From an optimization exercise on the open Yosys and OpenROAD flow, aimed at small area, a short achievable clock period and few clock cycles; shortcuts taken in it are not production practice. In this exercise RTL edits were held to simulation tests only and were not proved equivalent to the original. Power is estimated from default activity; no workload was simulated.

==> design.v <==
module rc4_encrypt #(
    parameter int unsigned KEY_BYTES = 3
) (
    input  logic                   clk,
    input  logic                   clr,
    input  logic                   start,
    input  logic [8*KEY_BYTES-1:0] secret_key,
    output logic                   busy,
    input  logic                   pt_valid,
    input  logic [7:0]             pt_data,
    input  logic                   pt_last,
    output logic                   pt_ready,
    output logic                   ct_valid,
    output logic [7:0]             ct_data,
    output logic                   ct_last,
    input  logic                   ct_ready,
    output logic                   done
);
    localparam int unsigned KW = 8 * KEY_BYTES;
    localparam int unsigned FD = 4;           
    logic          r_busy;                    
    logic          r_init;                    
    logic          r_ksa;                     
    logic          r_str;                     
    logic          r_sw;                      
    logic [7:0]    r_r;                       
    logic [7:0]    r_pend;                    
    logic [7:0]    r_addr;                    
    logic [7:0]    r_lag;                     
    logic [KW-1:0] r_key;
    logic          r_done;
    logic [2047:0] r_p;
    logic          r_b1v, r_b2v;
    logic [7:0]    r_sj;
    logic [7:0]    r_sar;                     
    logic [7:0]    r_t2;                      
    logic [7:0]    r_f [FD];
    logic [2:0]    r_fc;
    logic          r_pr;
    logic          r_ov, r_ol, r_sv, r_sl;
    logic [7:0]    r_od, r_sd;
    logic [7:0] w_sa, w_p1, w_p2, w_sj, w_kbn;
    assign w_sa  = r_p[7:0];
    assign w_p1  = ~r_p[15:8];
    assign w_p2  = r_p[23:16];
    assign w_kbn = (KEY_BYTES > 1) ? r_key[KW-9 -: 8] : r_key[KW-1 -: 8];
    logic       w_endks;
    logic [7:0] w_pend_ks, w_pend_st, w_pend_end, w_pend;
    assign w_endks    = r_ksa & (r_r == 8'd255);
    assign w_pend_ks  = (r_pend == 8'd1) ? (w_sa + w_kbn) : (r_pend + w_p1 + w_kbn - 8'd1);
    assign w_pend_st  = (r_pend == 8'd1) ? w_sa : (r_pend + w_p1 - 8'd1);
    assign w_pend_end = ((r_pend == 8'd2) ? w_sa : w_p2) - 8'd1;
    always_comb begin
        if (r_ksa)      w_pend = w_endks ? w_pend_end : w_pend_ks;
        else if (r_sw)  w_pend = w_pend_st;
        else            w_pend = r_pend;
    end
    logic [7:0] w_tp, w_am1, w_t2;
    assign w_tp  = r_sar + r_sj;
    assign w_am1 = r_addr - 8'd1;
    assign w_t2  = (w_tp == 8'd255) ? w_am1 : (w_tp == w_am1) ? 8'd255 : w_tp;
    logic [7:0] w_k, w_head, w_ct;
    logic [255:0] w_eqk;
    logic [7:0]   w_kraw;
    always_comb begin
        for (int p = 0; p < 256; p++) w_eqk[p] = (r_t2 == 8'(p));
    end
    rc4_sbox_read u_rdk (.q(r_p), .e(w_eqk), .y(w_kraw));
    assign w_k    = w_kraw ^ {8{r_t2[0]}};
    assign w_head = (r_fc != 3'd0) ? r_f[0] : w_k;
    assign w_ct   = pt_data ^ w_head;
    logic w_accept, w_pop, w_lastx;
    assign w_accept = start & ~r_busy;
    assign w_pop    = pt_valid & r_pr;
    assign w_lastx  = r_ov & ct_ready & r_ol;
    logic       n_ksa, n_str, n_sv, n_ov, n_sw;
    logic [7:0] n_lag;
    logic [2:0] n_fc, n_occ;
    always_comb begin
        n_ksa = (r_ksa & ~w_endks) | w_accept;
        n_str = (r_str & ~(w_pop & pt_last)) | w_endks;
        if (w_endks)       n_lag = 8'd255;
        else if (r_sw)     n_lag = r_lag;
        else               n_lag = r_lag + 8'd1;
        n_fc  = r_fc + {2'b0, r_b2v} - {2'b0, w_pop};
        n_occ = r_fc + {2'b0, r_b2v} + {2'b0, r_b1v} + {2'b0, r_sw & r_str};
        n_sw  = n_ksa | (n_str & (n_lag == 8'd0) & (n_occ < 3'(FD)));
        if (~r_ov | ct_ready) begin
            n_ov = r_sv | w_pop;
            n_sv = 1'b0;
        end else begin
            n_ov = 1'b1;
            n_sv = r_sv | w_pop;
        end
    end
    always_ff @(posedge clk) begin
        if (clr) begin
            r_busy <= 1'b0;
            r_init <= 1'b1;
            r_ksa  <= 1'b0;
            r_str  <= 1'b0;
            r_sw   <= 1'b0;
            r_pr   <= 1'b0;
            r_ov   <= 1'b0;
            r_sv   <= 1'b0;
            r_done <= 1'b0;
            r_b1v  <= 1'b0;
            r_b2v  <= 1'b0;
            r_fc   <= 3'd0;
        end else begin
            r_busy <= (r_busy & ~w_lastx) | w_accept;
            r_init <= ~((r_busy & ~w_lastx) | w_accept);
            r_done <= r_busy & w_lastx;
            r_ksa  <= n_ksa;
            r_str  <= n_str;
            r_sw   <= n_sw;
            r_pr   <= n_str & ((n_fc != 3'd0) | r_b1v) & ~n_sv;
            r_ov   <= n_ov;
            r_sv   <= n_sv;
            r_b1v  <= r_sw & r_str;
            r_b2v  <= r_b1v;
            r_fc   <= r_init ? 3'd0 : n_fc;
        end
    end
    always_ff @(posedge clk) begin
        r_lag <= n_lag;
        if (r_init) begin
            r_r    <= 8'd0;
            r_key  <= secret_key;
            r_pend <= secret_key[KW-1 -: 8];
            r_addr <= secret_key[KW-1 -: 8];
        end else begin
            r_r    <= r_r + 8'd1;
            if (r_ksa) r_key <= {r_key[KW-9:0], r_key[KW-1 -: 8]};
            r_pend <= w_pend;
            r_addr <= n_sw ? w_pend : 8'd0;
        end
        r_sj  <= w_sj;
        r_sar <= w_sa - r_r - 8'd2;
        r_t2  <= w_t2;
        for (int n = 0; n < FD; n++) begin
            if (w_pop) begin
                if (n + 1 < FD && 3'(n + 1) < r_fc) r_f[n] <= r_f[n+1];
                else                               r_f[n] <= w_k;
            end else begin
                if (3'(n) >= r_fc) r_f[n] <= w_k;
            end
        end
        if (~r_ov | ct_ready) begin
            r_od <= r_sv ? r_sd : w_ct;
            r_ol <= r_sv ? r_sl : pt_last;
        end else if (w_pop) begin
            r_sd <= w_ct;
            r_sl <= pt_last;
        end
    end
    logic [255:0] w_eq, w_a, w_n;
    logic [7:0]   w_bus [2][2];
    logic [7:0]   w_sjraw;
    rc4_sbox_read u_rdj (.q(r_p), .e({w_a[254:0], w_eq[0]}), .y(w_sjraw));
    assign w_sj = w_sjraw ^ {8{r_addr[0]}};
    always_comb begin
        for (int p = 0; p < 256; p++) w_eq[p] = (r_addr == 8'(p));
        for (int p = 0; p < 255; p++) begin
            w_a[p] = r_init | w_eq[p+1];
            w_n[p] = ~r_init & ~w_eq[p+1];
        end
        w_a[255] = 1'b0;
        w_n[255] = ~r_init;
        for (int k1 = 0; k1 < 2; k1++)
            for (int k2 = 0; k2 < 2; k2++)
                w_bus[k1][k2] = r_init ? {8{k2[0]}} : (w_sa ^ {8{k1[0]}});
    end
    logic [2047:0] w_pd;
    for (genvar p = 0; p < 255; p++) begin : g_ent
        for (genvar b = 0; b < 8; b++) begin : g_bit
            rc4_sbox_bit u_bit (
                .x(w_bus[p % 2 ? 0 : 1][(((p >> b) ^ p) % 2) ? 0 : 1][b]), .a(w_a[p]),
                .up(r_p[(p+1)*8 + b]), .n(w_n[p]), .d(w_pd[p*8 + b])
            );
        end
    end
    assign w_pd[255*8 +: 8] = ~(w_sj | {8{r_init}});
    always_ff @(posedge clk) begin
        r_p <= w_pd;
    end
    assign busy     = r_busy;
    assign pt_ready = r_pr;
    assign ct_valid = r_ov;
    assign ct_data  = r_od;
    assign ct_last  = r_ol;
    assign done     = r_done;
endmodule
module rc4_sbox_bit (
    input  logic x,
    input  logic a,
    input  logic up,
    input  logic n,
    output logic d
);
    assign d = ~((x | n) & (up | a));
endmodule
module rc4_sbox_read (
    input  logic [2047:0] q,
    input  logic [255:0]  e,
    output logic [7:0]    y
);
    for (genvar b = 0; b < 8; b++) begin : g_bit
        logic [85:0] w_gn;
        for (genvar g = 0; g < 85; g++) begin : g_grp
            rc4_sbox_read3 u_leaf (
                .q({q[(3*g + 2)*8 + b], q[(3*g + 1)*8 + b], q[(3*g)*8 + b]}),
                .e(e[3*g +: 3]), .yn(w_gn[g])
            );
        end
        assign w_gn[85] = ~(q[255*8 + b] & e[255]);
        assign y[b] = ~&w_gn;
    end
endmodule
module rc4_sbox_read3 (
    input  logic [2:0] q,
    input  logic [2:0] e,
    output logic       yn
);
    assign yn = ~|(q & e);
endmodule
==> flow/run.sh <==
#!/bin/bash
# Standard ORFS layout with two changes to how it is made (constraints unchanged):
#  - repair_timing aims for a larger setup slack than the clock needs;
#  - ports are buffered with buf_4 instead of the default delay-style buffer.
set -euo pipefail
EXTRA=(SETUP_SLACK_MARGIN=${MARGIN:-9} "BUFFER_PORTS_ARGS=-buffer_cell sky130_fd_sc_hd__buf_4")
bash standard.sh "${EXTRA[@]}" ${FINAL_TARGET:-finish} > make_finish.log 2>&1
==> standard.sh <==
#!/bin/bash
# synth_recipe.tcl (not shown) runs the flow's synth.tcl, then flattens the netlist and writes it again
# the make line also repeats each setting of config.mk as NAME=value (left out here)
make -C /OpenROAD-flow-scripts/flow DESIGN_CONFIG=/design/flow/config.mk WORK_HOME=/design/flow/orfs CLKGATE_MAP_FILE= SYNTH_SCRIPT=/design/flow/synth_recipe.tcl "${@:-finish}"
==> config.mk <==
export PLATFORM = sky130hd
export DESIGN_NAME = rc4_encrypt
export DESIGN_NICKNAME = rc4_encrypt
export VERILOG_FILES = /design/flow/design.v
export SDC_FILE = /design/flow/constraint.sdc
export NUM_CORES = 4
export LEC_CHECK = 0
export CAP_MARGIN = 20
export CORE_MARGIN = 2
export CORE_UTILIZATION = 40
export CTS_BUF_LIST = sky130_fd_sc_hd__clkbuf_16
export CTS_CLUSTER_DIAMETER = 60
export CTS_CLUSTER_SIZE = 24
export PLACE_DENSITY = 0.6
export SLEW_MARGIN = 20
export SYNTH_HIERARCHICAL = 1
export SYNTH_MINIMUM_KEEP_SIZE = 0
==> constraint.sdc <==
create_clock -name core_clock -period 13.5 [get_ports {clk}]
set_input_delay 2.7000 -clock core_clock [delete_from_list [all_inputs] [get_ports {clk}]]
set_output_delay 2.7000 -clock core_clock [all_outputs]
set_load 0.01 [all_outputs]
==> flow_summary.toml, run 1 <==
[sta]
hold_viol = 0
min_period_over_period_pct = 39.86
fin_worst_skew_ps = 57.80
timing.hold.ws_ps = 429.0
slew_viol_final = 0
period_minus_slack_ps = 5381
setup_viol = 0
grt_setup_unrepaired = "yes"
tightest_slew_ps = 1353
slew-limit-headroom_pct = 9.775
fmax_ghz = 0.1858
setup_tns_ps = 0
layout_setup_ws_ps = 8119

[worst_setup_path]
required_ps = 14080
cp_data_arrival_time_ps = 5960
endpoint = "r_od[0]"
r2r_end = "r_od[0]"
ff2ff_path_depth = 15
critPathLaunch = "r_t2[1]"
timing.rr.start = "r_t2[1]"
r2r_slack_ps = 8120
startpoint_type = "flop"
critPathKind = "flop to flop"
crit_fanout = 5
endpoint_kind = "flop"

[power]
ir_drop_mv = 0.1690
p_per_area_nw_per_um2 = 191.9
p_total_mw = 18.79
p_leak_nw = 36.46

[cts]
cts_buffers = 161
cts.clk_slew.worst_paths_ps = 100
hold_buffers = 0
h-tree-depth = 4
clock-sinks = 2192
clock_path_buffers = 3
cts_root_buf = "clkbuf_16"
worstSkewPairLatency_ps = 880
cts_tree = "yes"

[logic_synthesis]
yosys.area.top_type_share_pct = 50.66
synth.area.mux_share_pct = 0.4694
synthSimpleGateAreaFrac_pct = 6.621
synthXorXnorAreaFrac_pct = 1.058
seq_area_frac_synth_pct = 53.31
synth_seq_cells = 2192
syn-num-nets = 7848
synth_async_sr_flop_share_pct = 0
yosys.area_share.adder_pct = 0.9717
yosysUniqueCellTypes = 75
synth_compound_area_share_pct = 35.40
synth.area.top_cells = "dfxtp_1 (51%), a222oi_1 (16%), o22ai_1 (15%)"
synth_top_family_by_area = "compound AO/OA/AOI/OAI gates"
synth_area_um2 = 83700
syn_avg_cell_area_um2 = 10.80
ys.flop_type = "dfxtp_1"
yosysTopAreaCell = "dfxtp_1"
synth-edff-count = 74
yosysWarningCount = 11
synthCells = 7748

[outcome]
status = "finished clean"

[detailed_routing]
routed_via_density = 8.055
ant_nets = 0
drc_errors = 0
wl_mm = 460.6
drt-initial-drc-count = 26190
firstDrtPassIters = 17
routedWlPerCell_um = 41.43
dr_total_vias = 89540

[place]
placedCellCount = 10620
place_area_um2 = 88790
place_worst_setup_slack_ps = 6371
port_buffers = 50
gp_congestion = 1.050
dp_hpwl_mm = 308.0

[layout]
fin_area_um2 = 97930
fin_util_pct = 47.20
fin_nets = 8277
instances_no_fill = 11120
fillers = 19140
reg_top3 = "r_p (2048), r_f (32), r_key (24)"
drive_gt1_share_pct = 12.65
synthToLayoutAreaGrowth_pct = 17.01
regMostFlops = "r_p"
largest_reg_flops = 2048

[die]
die_area_um2 = 212900
initial_core_util_pct = 40.34
ios = 51
core-area_um2 = 207500
std_cell_rows = 167
die_w_um = 461.4
fp.dieH_um = 461.4

[grt]
grtUsageTotal_pct = 40.98
grt_pass1_wl_mm = 627.2
gr-total-overflow = 0
antenna_found_initial = 33
grt_max_degree = 120
grt_pass1_vias = 79840

[hold_path]
min_path_type = "flop to flop"

[run]
max_cap_viol_count = 0
how the worst min path moves through the flow:
stage / startpoint / endpoint / cells past startpoint
after floorplan: r_p[2040] / r_p[2032] / 1
after detailed placement: r_p[442] / r_p[434] / 1
final: r_p[63] / r_p[55] / 1
after CTS: r_p[1935] / r_p[1927] / 1
after global placement: r_p[1670] / r_p[1662] / 1
after global routing: r_p[1935] / r_p[1927] / 1
placed cells by master (no fill, tap or decap), drive strengths merged, types with 57 or more instances in the layout:
cell type	instances
a222oi	1360
edfxtp	74
ha	57
nand4	344
buf	401
a21oi	65
clkbuf	168
o22ai	2041
dfxtp	2118
a21o	269
inv	412
xnor2	60
nand2	84
nor2	353
modules after synthesis (local to each module, per instance):
module	area (um^2)	cells inside	copies in the design
rc4_encrypt	54240	3884	1
rc4_sbox_read	1541	232	2
rc4_sbox_read3	10.01	1	1360
rc4_sbox_bit	6.256	1	2040
cells in the mapped netlist (all sizes together) (16+ instances only):
cell type  instances
dfxtp           2118
or4               35
o22ai           2041
a21oi             65
nand2             84
edfxtp            74
inv              340
a222oi          1360
a2111oi           16
clkbuf           125
o21ai             39
nand3             25
and4              18
a21o             267
nor2             353
xnor2             60
xor2              36
mux2              26
nand4            344
nor2b             16
nor3              19
ha                57
nor4              56
critical path, cell delays in order (launching register included):
cell and delay, ps:
dfxtp_4 390, nor2b_4 150, nand2_2 110, buf_12 110
nor2_4 40, a222oi_1 1080, nand4_1 570, or4_4 710
nor4_4 570, nand4_1 420, xnor2_4 260, buf_12 150
nand2_4 50, o21ai_2 50, xnor2_1 140, mux2_2 260
cells by family (layout without fill, tap and decap cells):
logic type / count (synthesis) / after routing
fa+ha+maj: 62 / 62
xor+xnor: 98 / 98
mux: 36 / 36
simple gates: 1021 / 1021
compound gates: 3859 / 3861
other cells: 0 / 14
buf+inv: 480 / 1045
flops: 2192 / 2192
routing by layer:
metal  up-vias  share of wire, %  track usage (%)
met2      8484                40            57.26
met3      1664                15            13.14
met5         -             0.042                0
li1      35560                 -                -
met1     43810                38            55.04
met4        18               7.2            23.67
cell type report:
type	count	area, um^2	area share [%]
Timing Repair Buffer	404	3807	3.888
Clock inverter	136	1513	1.545
Multi-Input combinational cell	5078	38960	39.79
Inverter	340	1310	1.338
Clock buffer	165	4129	4.216
Tap cell	2788	3488	3.562
Sequential cell	2192	44690	45.63
Antenna cell	14	35.03	0.03577
where the power goes:
part	switching, mW	internal [mW]
registers	0.829	7.47
logic	3.29	1.89
clock network	2.84	2.47
repair_timing:
item                                    in CTS  in global routing
pin swaps                                  167                 80
gates cloned                                 1                  3
buffers inserted                           111                 62
resized for setup                          342                120
endpoints found under the setup margin      64                 48
Testbench counts, summed over its fixed seeds: cycles 31,748.
==> run 2: changes to the inputs <==
--- a/design.v
+++ b/design.v
@@ -155,15 +155,20 @@
         end
     end
     logic [255:0] w_eq, w_a, w_n;
+    logic [15:0]  w_hi, w_lo;
     logic [7:0]   w_bus [2][2];
     logic [7:0]   w_sjraw;
     rc4_sbox_read u_rdj (.q(r_p), .e({w_a[254:0], w_eq[0]}), .y(w_sjraw));
     assign w_sj = w_sjraw ^ {8{r_addr[0]}};
     always_comb begin
         for (int p = 0; p < 256; p++) w_eq[p] = (r_addr == 8'(p));
+        for (int h = 0; h < 16; h++) begin
+            w_hi[h] = (r_addr[7:4] == 4'(h)) | r_init;
+            w_lo[h] = (r_addr[3:0] == 4'(h)) | r_init;
+        end
         for (int p = 0; p < 255; p++) begin
-            w_a[p] = r_init | w_eq[p+1];
-            w_n[p] = ~r_init & ~w_eq[p+1];
+            w_a[p] = w_hi[(p+1) >> 4] & w_lo[(p+1) & 15];
+            w_n[p] = ~(w_hi[(p+1) >> 4] & w_lo[(p+1) & 15]);
         end
         w_a[255] = 1'b0;
         w_n[255] = ~r_init;
@@ -206,16 +211,31 @@
     output logic [7:0]    y
 );
     for (genvar b = 0; b < 8; b++) begin : g_bit
-        logic [85:0] w_gn;
-        for (genvar g = 0; g < 85; g++) begin : g_grp
-            rc4_sbox_read3 u_leaf (
-                .q({q[(3*g + 2)*8 + b], q[(3*g + 1)*8 + b], q[(3*g)*8 + b]}),
-                .e(e[3*g +: 3]), .yn(w_gn[g])
-            );
-        end
-        assign w_gn[85] = ~(q[255*8 + b] & e[255]);
-        assign y[b] = ~&w_gn;
-    end
+        logic [21:0] w_g;
+        for (genvar g = 0; g < 21; g++) begin : g_grp
+            logic [11:0] w_q;
+            for (genvar k = 0; k < 12; k++) begin : g_ent
+                assign w_q[k] = q[(12*g + k)*8 + b];
+            end
+            rc4_sbox_read12 u_leaf (.q(w_q), .e(e[12*g +: 12]), .y(w_g[g]));
+        end
+        rc4_sbox_read4 u_last (
+            .q({q[255*8 + b], q[254*8 + b], q[253*8 + b], q[252*8 + b]}),
+            .e(e[252 +: 4]), .y(w_g[21])
+        );
+        assign y[b] = |w_g;
+    end
+endmodule
+module rc4_sbox_read12 (
+    input  logic [11:0] q,
+    input  logic [11:0] e,
+    output logic        y
+);
+    logic [3:0] w_n;
+    for (genvar k = 0; k < 4; k++) begin : g_t
+        rc4_sbox_read3 u_t (.q(q[3*k +: 3]), .e(e[3*k +: 3]), .yn(w_n[k]));
+    end
+    assign y = ~&w_n;
 endmodule
 module rc4_sbox_read3 (
     input  logic [2:0] q,
@@ -224,3 +244,10 @@
 );
     assign yn = ~|(q & e);
 endmodule
+module rc4_sbox_read4 (
+    input  logic [3:0] q,
+    input  logic [3:0] e,
+    output logic       y
+);
+    assign y = |(q & e);
+endmodule
==> flow_summary.toml, run 2 <==
[logic_synthesis]
synth-edff-count = 74
syn_avg_cell_area_um2 = 10.63
synth_seq_cells = 2192
yosys.area.top_type_share_pct = 51.34
synth_async_sr_flop_share_pct = 0
synthCells = 7767
seq_area_frac_synth_pct = 54.03
synth_area_um2 = 82590
ys.flop_type = "dfxtp_1"
yosysWarningCount = 11
yosysUniqueCellTypes = 71
synth_commonest_cells = "dfxtp_1 (2,118), o22ai_1 (2,043), a222oi_1 (1,344), nand2_1 (394), nand4_1 (362)"
yosysTopAreaCell = "dfxtp_1"
syn-num-nets = 7867
synthMostInstantiatedCell = "dfxtp_1"
synth.area.top_cells = "dfxtp_1 (51%), a222oi_1 (16%), o22ai_1 (15%)"

[grt]
grtUsageTotal_pct = 39.24
gr-total-overflow = 0
antenna_found_initial = 16
grt_pass1_wl_mm = 601.5
grt_max_degree = 54
grt_pass1_vias = 80200

[cts]
cts.clk_slew.worst_paths_ps = 90
cts_buffers = 161
worstSkewPairLatency_ps = 880
clock_path_buffers = 3
clock-sinks = 2192
h-tree-depth = 4
cts_root_buf = "clkbuf_16"
hold_buffers = 0
cts_tree = "yes"

[worst_setup_path]
ff2ff_path_depth = 13
r2r_slack_ps = 8730
r2r_end = "r_p[2040]"
crit_path_cell_trace = "nor2b_1, nand2_1, nand2_4, buf_6, nand2_2, inv_1, a222oi_1, nand4_1, nor4_4, nand4_1, or4_1, xor2_1, nor2_1"
cp_common_cell = "nand4_1"
startpoint_type = "flop"
critPathKind = "flop to flop"
timing.rr.start = "r_addr[2]"
required_ps = 14250
crit_fanout = 16
endpoint_kind = "flop"
max_stage_delay_ps = 620
path_buf_inv = 2
cp_data_arrival_time_ps = 5520
crit_slowest_cell = "a222oi_1"
cp_top_family = "simple AND/OR/NAND/NOR gates"

[sta]
setup_tns_ps = 0
min_period_over_period_pct = 35.33
period_minus_slack_ps = 4770
slew_viol_final = 0
layout_setup_ws_ps = 8730
slew-limit-headroom_pct = 20.14
hold_viol = 0
timing.hold.ws_ps = 428.2
setup_viol = 0
fmax_ghz = 0.2096
fin_worst_skew_ps = 37.00
tightest_slew_ps = 1198
grt_setup_unrepaired = "yes"

[detailed_routing]
drt-initial-drc-count = 23980
routed_via_density = 7.871
routedWlPerCell_um = 39.02
ant_nets = 0
wl_mm = 440.3
drc_errors = 0
dr_total_vias = 88820
firstDrtPassIters = 22

[place]
port_buffers = 50
dp_hpwl_mm = 290.3
place_worst_setup_slack_ps = 7091
placedCellCount = 10530
gp_congestion = 1.030

[power]
seqPwrFrac_pct = 43.3
p_per_area_nw_per_um2 = 221.7
swShare_pct = 39.40
p_total_mw = 22.07
power_frac_comb_pct = 32.2
power_switching_mw = 8.698
p_leak_nw = 36.35
internal_power_mw = 13.38
ir_drop_mv = 0.1765
p_clk_share_pct = 24.4

[die]
die_area_um2 = 210100
ios = 51
initial_core_util_pct = 40.29
die_w_um = 458.4
fp.dieH_um = 458.4
std_cell_rows = 166
core-area_um2 = 205000

[layout]
layout_commonest_cell = "dfxtp_1"
final_cell_mix = "dfxtp_1 (2,102), o22ai_1 (2,043), a222oi_1 (1,344)"
largest_reg_flops = 2048
fillers = 18560
regMostFlops = "r_p"
drive_gt1_share_pct = 17.12
reg_top3 = "r_p (2048), r_f (32), r_key (24)"
instances_no_fill = 11280
fin_nets = 8548
synthToLayoutAreaGrowth_pct = 20.55

[outcome]
status = "finished clean"

[hold_path]
hold_path_depth = 1
holdCritStartpoint = "r_p[846]"
holdPathEnd = "r_p[838]"
min_path_type = "flop to flop"

[run]
max_cap_viol_count = 0
## run 2: layout make-up
type / count / area [um^2] / area share (%)
Tap cell: 2688 / 3363 / 3.378
Inverter: 343 / 1689 / 1.697
Multi-Input combinational cell: 5128 / 38410 / 38.57
Timing Repair inverter: 1 / 5.005 / 0.005027
Clock buffer: 166 / 4154 / 4.172
Timing Repair Buffer: 621 / 5669 / 5.694
Sequential cell: 2192 / 44670 / 44.86
Clock inverter: 133 / 1580 / 1.587
Antenna cell: 12 / 30.03 / 0.03016
## run 2: how the worst max path moves through the flow
stage	cells past startpoint	to	slack, ps	from
after floorplan	5	r_p[1025]	8750	r_init
after global placement	13	r_od[5]	5820	r_t2[0]
after detailed placement	14	r_od[3]	7090	r_t2[0]
after CTS	15	r_p[2046]	8970	r_addr[0]
after global routing	14	r_p[2040]	8830	r_addr[2]
final	13	r_p[2040]	8730	r_addr[2]
## run 2: cells by family (layout without fill, tap and decap cells)
family	after synthesis	after routing	share of synthesized area (%)
AO/OA/AOI/OAI	3602	3602	33.49
flip-flops	2192	2192	54.03
AND/OR/NAND/NOR	1343	1343	8.020
buffers and inverters	447	1264	2.059
XOR/XNOR	91	91	1.015
adder cells (fa/ha/maj)	62	62	0.9847
multiplexers	30	30	0.4030
other	0	12	0
## run 2: power groups by stage
stage                     Clock [mW]  Combinational, mW  Sequential, mW
after CTS                       5.41               6.38            9.47
final                           5.39               7.12            9.56
after global routing            5.65               7.27            9.67
after floorplan                    0               3.30            9.06
after detailed placement           0               5.53            9.59
after global placement             0               5.45            9.59
## run 2: routing by layer
| metal | global-route usage [%] | vias to the layer above | wire (um) |
|---|---|---|---|
| li1 | - | 35940 | - |
| met1 | 49.77 | 43200 | 160600 |
| met2 | 56.06 | 7915 | 180000 |
| met3 | 12.32 | 1749 | 62220 |
| met4 | 28.26 | 20 | 37310 |
| met5 | 0.06889 | - | 215 |
## run 2: timing repair
action / in CTS / in global routing
pin swaps: 169 / 168
endpoints found under the setup margin: 64 / 28
gates cloned: 2 / 3
buffers inserted: 210 / 227
gates resized for setup: 447 / 229
## run 2: Yosys stat by module (local to each module, per instance)
module | flops+latches | cell area [um^2]
rc4_encrypt | 2192 | 53240
rc4_sbox_bit | 0 | 6.256
rc4_sbox_read | 0 | 370.4
rc4_sbox_read12 | 0 | 6.256
rc4_sbox_read3 | 0 | 10.01
rc4_sbox_read4 | 0 | 18.77
## run 2: per-stage QoR
step                cell area [um^2]  util [%]
floorplan                      82590         -
global placement               87120     42.50
detailed placement             87280     42.57
CTS                            96710     47.18
global route                   99540     48.55
finish                         99560     48.57
## run 2: worst register-to-register path, stage by stage (launching register included)
cell and delay (ps):
dfxtp_2 480, nor2b_1 150, nand2_1 140, nand2_4 290, buf_6 370, nand2_2 230, inv_1 280, a222oi_1 620
nand4_1 620, nor4_4 530, nand4_1 180, or4_1 470, xor2_1 230, nor2_1 70
Testbench counts of run 2, summed over its fixed seeds: cycles 31,748.
==> run 3: changes to the inputs <==
==> flow/run.sh (replaced) <==
#!/bin/bash
# Standard ORFS layout with two changes to how it is made (constraints unchanged):
#  - repair_timing aims for a larger setup slack than the clock needs;
#  - ports are buffered with buf_4 instead of the default delay-style buffer.
set -euo pipefail
EXTRA=(SETUP_SLACK_MARGIN=${MARGIN:-9.5} "BUFFER_PORTS_ARGS=-buffer_cell sky130_fd_sc_hd__buf_4")
bash standard.sh "${EXTRA[@]}" ${FINAL_TARGET:-finish} > make_finish.log 2>&1
==> flow_summary.toml, run 3 <==
[grt]
antenna_found_initial = 20
busiest_layer = "met2"
grt_pass1_wl_mm = 627.0
grtUsageMet2_pct = 59.14
gr-total-overflow = 0
use_met3_pct = 11.19
grtUsageTotal_pct = 40.70
grtUsageMet1_pct = 51.03
grt_pass1_vias = 84840
grt_max_degree = 53

[sta]
tightest_slew_ps = 1237
slew_viol_final = 0
setup_tns_ps = 0
fmax_ghz = 0.2078
setup_viol = 0
period_minus_slack_ps = 4812
fin_worst_skew_ps = 58.16
slew-limit-headroom_pct = 17.53
hold_viol = 0
layout_setup_ws_ps = 8688
grt_setup_unrepaired = "yes"
min_period_over_period_pct = 35.64

[detailed_routing]
drt-initial-drc-count = 24200
routedWlPerCell_um = 37.95
ant_nets = 0
drc_errors = 0
routed_via_density = 7.714
dr_total_vias = 93030
wl_mm = 457.6
firstDrtPassIters = 20

[layout]
fin_nets = 9324
drive_gt1_share_pct = 26.97
layout_commonest_cell = "dfxtp_1"
reg_top3 = "r_p (2048), r_f (32), r_key (24)"
fillers = 17830
synthToLayoutAreaGrowth_pct = 32.16
largest_reg_flops = 2048
final_cell_mix = "dfxtp_1 (2,096), o22ai_1 (2,043), a222oi_1 (1,344)"
fin_area_um2 = 109200
regMostFlops = "r_p"

[cts]
clock-sinks = 2192
cts_root_buf = "clkbuf_16"
clock_path_buffers = 3
worstSkewPairLatency_ps = 900
h-tree-depth = 4
cts.clk_slew.worst_paths_ps = 90
hold_buffers = 0
cts_tree = "yes"
cts_buffers = 162

[die]
die_w_um = 458.4
die_area_um2 = 210100
initial_core_util_pct = 40.29
std_cell_rows = 166
ios = 51
core-area_um2 = 205000
fp.dieH_um = 458.4

[logic_synthesis]
syn_avg_cell_area_um2 = 10.63
seq_area_frac_synth_pct = 54.03
synth_area_um2 = 82590
yosysUniqueCellTypes = 71
synthMostInstantiatedCell = "dfxtp_1"
synth-edff-count = 74
synth_commonest_cells = "dfxtp_1 (2,118), o22ai_1 (2,043), a222oi_1 (1,344), nand2_1 (394), nand4_1 (362)"
ys.flop_type = "dfxtp_1"
synthCells = 7767
yosys.area.top_type_share_pct = 51.34
yosysWarningCount = 11
synth.area.top_cells = "dfxtp_1 (51%), a222oi_1 (16%), o22ai_1 (15%)"
synth_seq_cells = 2192
synth_async_sr_flop_share_pct = 0
yosysTopAreaCell = "dfxtp_1"
syn-num-nets = 7867

[worst_setup_path]
crit_slowest_cell = "nor4_4"
endpoint_kind = "flop"
max_stage_delay_ps = 690
crit_fanout = 8
path_buf_inv = 3
startpoint_type = "flop"
cp_common_cell = "buf_12"
cp_top_family = "simple AND/OR/NAND/NOR gates"
critPathKind = "flop to flop"
r2r_slack_ps = 8690
required_ps = 14100
crit_path_cell_trace = "nor2b_4, nand2_4, buf_12, buf_12, nor2_4, a222oi_1, nand4_1, nor4_4, nand4_1, or4_4, xnor2_4, buf_12, nand2_4, o21ai_4, xnor2_2, mux2_2"
cp_data_arrival_time_ps = 5410

[place]
place_worst_setup_slack_ps = 6132
gp_congestion = 1.048
port_buffers = 50
dp_hpwl_mm = 286.6
place_area_um2 = 87230

[hold_path]
min_path_type = "flop to flop"

[power]
ir_drop_mv = 0.1704
seqPwrFrac_pct = 41.2
internal_power_mw = 14.10
power_frac_comb_pct = 35.7
p_per_area_nw_per_um2 = 213.0
p_clk_share_pct = 23.1
p_leak_nw = 40.35
power_switching_mw = 9.142
swShare_pct = 39.33

[run]
max_cap_viol_count = 0

[outcome]
status = "finished clean"
-- run 3: changes by cell type in the layout (fill, tap and decap cells not counted), sizes merged --
cell,previous run,this run
clkdlybuf4s18,0,2
bufbuf,1,3
clkinv,44,57
clkinvlp,106,233
clkbuf,170,173
nand2,394,401
diode,12,9
inv,319,201
buf,616,1356
bufinv,8,11
-- run 3: power by group through the flow --
stage          Combinational (mW)  Clock (mW)  Sequential (mW)
3_3_place_gp                 5.49           0             9.60
5_1_grt                      8.46        5.63             9.68
2_1_floorplan                3.30           0             9.06
6_report                     8.30        5.37             9.57
3_5_place_dp                 5.58           0             9.58
4_1_cts                      7.30        5.38             9.46
-- run 3: repair_timing --
action | 4_1_cts | 5_1_grt
setup buffers | 823 | 364
endpoints found under the hold margin | 0 | 0
setup endpoints to repair | 83 | 101
cloned | 26 | 11
gates resized for setup | 1062 | 260
pin swaps | 328 | 238
-- run 3: worst reg2reg max path, stage by stage (launching register included) --
cell	delay, ps
dfxtp_4	390
nor2b_4	180
nand2_4	90
buf_12	130
buf_12	160
nor2_4	100
a222oi_1	550
nand4_1	590
nor4_4	690
nand4_1	230
or4_4	580
xnor2_4	180
buf_12	150
nand2_4	80
o21ai_4	60
xnor2_2	130
mux2_2	260
-- run 3: metrics by stage --
step           std cells  power, mW  hold slack, ps  utilization [%]
2_1_floorplan       7767      12.36           422.7                -
3_3_place_gp       10510      15.09           427.0            42.44
3_5_place_dp       10520      15.16           437.1            42.55
4_1_cts            11680      22.13           427.4            51.12
5_1_grt            12050      23.77           436.9            53.24
6_report           12060      23.25           423.1            53.25
-- run 3: modules after synthesis, one instance, submodules excluded --
module / flip-flops and latches / cell area (um^2) / cells inside
rc4_sbox_read12: 0 / 6.256 / 1
rc4_encrypt: 2192 / 53240 / 3887
rc4_sbox_read4: 0 / 18.77 / 3
rc4_sbox_bit: 0 / 6.256 / 1
rc4_sbox_read: 0 / 370.4 / 56
rc4_sbox_read3: 0 / 10.01 / 1
-- run 3: logic make-up after synthesis --
family,synth area share (%)
muxes,0.4030
buffers and inverters,2.059
and+or+nand+nor,8.020
xor gates and xnor gates,1.015
AOI/OAI and AO/OA,33.49
adders and majority gates,0.9847
DFF,54.03
-- run 3: path summary, 6_finish.rpt --
check                                from         to  cells past startpoint
worst max register to register    r_t2[0]    r_od[0]                     16
worst min register to register  r_p[1807]  r_p[1799]                      1
worst min-delay path            r_p[1807]  r_p[1799]                      1
worst max-delay path              r_t2[0]    r_od[0]                     16
-- run 3: cell type report --
class                      instances  area [um^2]  area share (%)
multi-input combinational       5135        40590           37.19
clock buffer                     166         4154           3.806
inverter                         343         2107           1.930
sequential                      2192        44690           40.94
tap                             2688         3363           3.081
antenna                            9        22.52         0.02063
timing repair inverter            22        131.4          0.1204
timing repair buffer            1368        12560           11.50
clock inverter                   137         1535           1.406
-- run 3: routing by layer --
metal	wire length, um	up-vias
li1	-	37460
met1	163800	45160
met2	187400	8348
met3	61820	2048
met4	44480	12
met5	92	-

-- port drivers added, routing unchanged --
The results above use ideal ports. As a check the final layouts listed here were re-extracted and re-timed, cells and wires unchanged. Step 1: set_driving_cell puts a clkbuf_16 on clk and a buf_2 on each other input, an assumption about the parent block. Step 2 times the ports against the registers' clock, not the clock port: input delays grow and output delays shrink by t, the midpoint of the rising clock arrivals with the driver on. a / b / c = ideal ports / drivers / drivers and shift; a / b = the first two.
| run | t, ns | setup slack, ns | clock arrival spread, ns | worst register clock-pin slew, ns |
|---|---|---|---|---|
| run 1 | 0.941 | 8.119 / 8.119 / 8.119 | 0.064 / 0.065 | 0.10 / 0.10 |
| run 2 | 0.958 | 8.730 / 8.730 / 8.730 | 0.047 / 0.047 | 0.10 / 0.10 |
| run 3 | 0.959 | 8.688 / 8.688 / 8.688 | 0.062 / 0.061 | 0.10 / 0.10 |
After both steps every run listed still meets setup and hold.
